From an optimization exercise on the open Yosys and OpenROAD flow, aimed at small area, a short achievable clock period and few clock cycles per item; shortcuts taken in it are not production practice.
Function was checked by simulation only, so behaviour that the tests miss may differ from the original.
No activity file was given, so power comes from the tool's default toggle rates.

// eased_overlay_transition_sequencer_core
module eased_overlay_transition_sequencer_core (
   input  wire                       clock,
   input  wire                       reset,
   input  wire                       req_tvalid,
   output logic                      req_tready,
   input  wire  [15:0]               req_tdata,    
   input  wire  [6:0]                req_tuser,    
   output logic                      rsp_tvalid,
   input  wire                       rsp_tready,
   output logic [eots_pkg::RSP_W-1:0] rsp_tdata,
   input  wire                       csr_write_enable,
   input  wire  [1:0]                csr_index,
   input  wire  [16:0]               csr_wdata
);
For scale: roughly 140 I/O pins, roughly 30,000 sq um of cells after synthesis.
==> flow/config.mk <==
export PLATFORM = sky130hd
export DESIGN_NAME = eased_overlay_transition_sequencer_core
export DESIGN_NICKNAME = eased_overlay_transition_sequencer_core
export VERILOG_FILES = /design/flow/design.v
export SDC_FILE = /design/flow/constraint.sdc
export NUM_CORES = 4
export LEC_CHECK = 0
export CAP_MARGIN = 20
export CORE_MARGIN = 2
export CORE_UTILIZATION = 60
export CTS_BUF_LIST = sky130_fd_sc_hd__clkbuf_4
export PLACE_DENSITY = 0.75
export SETUP_SLACK_MARGIN = 3.5
export SLEW_MARGIN = 20
export TNS_END_PERCENT = 10
==> flow/constraint.sdc <==
create_clock -name core_clock -period 8.0 [get_ports {clock}]
set_input_delay 1.6000 -clock core_clock [delete_from_list [all_inputs] [get_ports {clock}]]
set_output_delay 1.6000 -clock core_clock [all_outputs]
set_load 0.01 [all_outputs]
standard.sh (not shown) runs the stock make flow with config.mk's settings and CLKGATE_MAP_FILE= SYNTH_SCRIPT=/design/flow/synth_recipe.tcl, a recipe that flattens the netlist after the stock synthesis.
==> flow/flow/run.sh <==
#!/bin/bash
# The standard layout, with the port buffers made of the smallest buffer cell.
set -euo pipefail
export BUFFER_PORTS_ARGS="-buffer_cell sky130_fd_sc_hd__buf_1"
bash standard.sh > standard.log 2>&1
The first run completed with no timing, DRC or antenna violations.
Testbench counts at the start, summed over its fixed seeds: cycles 7,468, items 7,142.
==> next run, changes <==
==> flow/run.sh (new file) <==
#!/bin/bash
# synth_recipe.tcl (not shown) runs the flow's synth.tcl, then flattens the netlist and writes it again
# the make line also repeats each setting of config.mk as NAME=value (left out here)
make -C /OpenROAD-flow-scripts/flow DESIGN_CONFIG=/design/flow/config.mk WORK_HOME=/design/flow/orfs CLKGATE_MAP_FILE= SYNTH_SCRIPT=/design/flow/synth_recipe.tcl finish
Settings changed: TNS_END_PERCENT 10 to unset.
removed: flow/flow/run.sh
removed: flow/standard.sh
Result:
- power is higher by 5.2%
- global-route usage went up by 1.3 points
- final area rises by about 6%
- worst hold slack is worse by 7.9 ps
- wire length is higher by 4.3%
- clock power increases by 12%
- combinational power goes up by 5.3%
- via count climbs by about 2.2%

job 115:
eased_overlay_transition_sequencer_core again, from the RTL that the note above started with.
## eased_overlay_transition_sequencer_core
module eased_overlay_transition_sequencer_core (
   input  wire                       clock,
   input  wire                       reset,
   input  wire                       req_tvalid,
   output logic                      req_tready,
   input  wire  [15:0]               req_tdata,    
   input  wire  [6:0]                req_tuser,    
   output logic                      rsp_tvalid,
   input  wire                       rsp_tready,
   output logic [eots_pkg::RSP_W-1:0] rsp_tdata,
   input  wire                       csr_write_enable,
   input  wire  [1:0]                csr_index,
   input  wire  [16:0]               csr_wdata
);
   localparam int PW = eots_pkg::PW;
   localparam logic [PW-1:0] ONE = eots_pkg::ONE;
   localparam int DL = 7;
   localparam logic [2:0] T_TICK     = 3'd0;
   localparam logic [2:0] T_CLOSE    = 3'd1;
   localparam logic [2:0] T_OPEN     = 3'd2;
   localparam logic [2:0] T_COMPLETE = 3'd3;
   localparam logic [2:0] T_CANCEL   = 3'd4;
   localparam logic [2:0] T_NOP      = 3'd5;
   localparam logic [2:0] T_EMPTY    = 3'd7;
   localparam logic [2:0] U_KEEP     = 3'd0;    
   localparam logic [2:0] U_OPEN     = 3'd1;    
   localparam logic [2:0] U_CLOSE    = 3'd2;    
   localparam logic [2:0] U_CANCEL   = 3'd3;    
   localparam logic [2:0] U_COMPLETE = 3'd4;    
   localparam logic [2:0] U_TICK     = 3'd5;    
   localparam logic [2:0] U_LAST     = 3'd6;    
   localparam logic [2:0] U_EMPTY    = 3'd7;    
   logic [11:0] scr_w_ff, scr_h_ff;
   logic [16:0] acap_ff;                     
   logic        rsp_valid_ff;
   logic        adv;
   logic        req_fire;
   logic        req_start;
   logic        nxt_busy_ff;
   logic [2:0]  dl_ff [DL];
   logic [2:0]  req_tok;
   logic [15:0] div_len, div_quo, div_rem;
   logic [3:0]  nxt_kind_ff;
   logic [1:0]  phase_ff;
   logic [3:0]  kind_ff;
  ...
clock: 8.0 ns
lec_check: 0
cap_margin: 20
core_margin: 2
core_utilization: 60
cts_buf_list: sky130_fd_sc_hd__clkbuf_8
cts_cluster_diameter: 60
cts_cluster_size: 14
place_density: 0.75
setup_slack_margin: 3.5
slew_margin: 20
==> flow/flow/run.sh <==
#!/bin/bash
# The standard layout, with the port buffers made of the smallest buffer cell.
set -euo pipefail
export BUFFER_PORTS_ARGS="-buffer_cell sky130_fd_sc_hd__buf_1"
bash standard.sh > standard.log 2>&1
Testbench counts of job 115, summed over its fixed seeds: cycles 7,468, items 7,142.
#### Input delta (job 5575 over job 115)
Settings: CTS_BUF_LIST now sky130_fd_sc_hd__clkbuf_4, was sky130_fd_sc_hd__clkbuf_8; CTS_CLUSTER_DIAMETER no longer set, was 60; CTS_CLUSTER_SIZE no longer set, was 14.
[summary]
Job 5575 did not stop at any stage, and its layout met the timing, design-rule and antenna checks. Going from job 115 to job 5575, combinational-cell power consumption -about 2%; clock power share +3.4 points; sequential share of layout area -0.29 points. The worst-case setup margin in the final layout in job 5575 sits 0.024 ns above the value recorded for job 115. On multi-input gate share of the layout cell area, the higher figure sits with job 115, not job 5575.

==> afterwards: timing with drivers on the ports <==
In the flow no input, the clock included, has a driving cell. The finished layouts below were timed again as built, in two steps. Step 1 (the two cells are an assumption about what drives the block):
set clk [get_ports {clock}]
set_driving_cell -lib_cell sky130_fd_sc_hd__clkbuf_16 $clk
set_driving_cell -lib_cell sky130_fd_sc_hd__buf_2 [delete_from_list [all_inputs] $clk]
Step 2, shift: input delay + t, output delay - t, t = (earliest + latest rising clock arrival at the registers) / 2. This alone moves slack from input paths to output paths. a / b / c = ideal ports / drivers / drivers and shift; a / b = the first two.
run | t (ns) | setup slack, ns | worst setup path at the end | clock arrival spread, ns
the first run of note 1 | 0.891 | 3.020 / 3.020 / 2.958 | input to register | 0.067 / 0.066
the second run of note 1 | 0.895 | 3.097 / 3.097 / 2.875 | input to register | 0.080 / 0.080
job 115 | 0.680 | 3.138 / 3.138 / 3.138 | register to register | 0.043 / 0.043
job 5575 | 0.898 | 3.163 / 3.163 / 3.004 | input to register | 0.084 / 0.084
After both steps setup and hold are still met in every run listed. The setup slack of the second run of note 1, which loses most, moves by 0.000 ns with the drivers and by -0.222 ns with both steps.
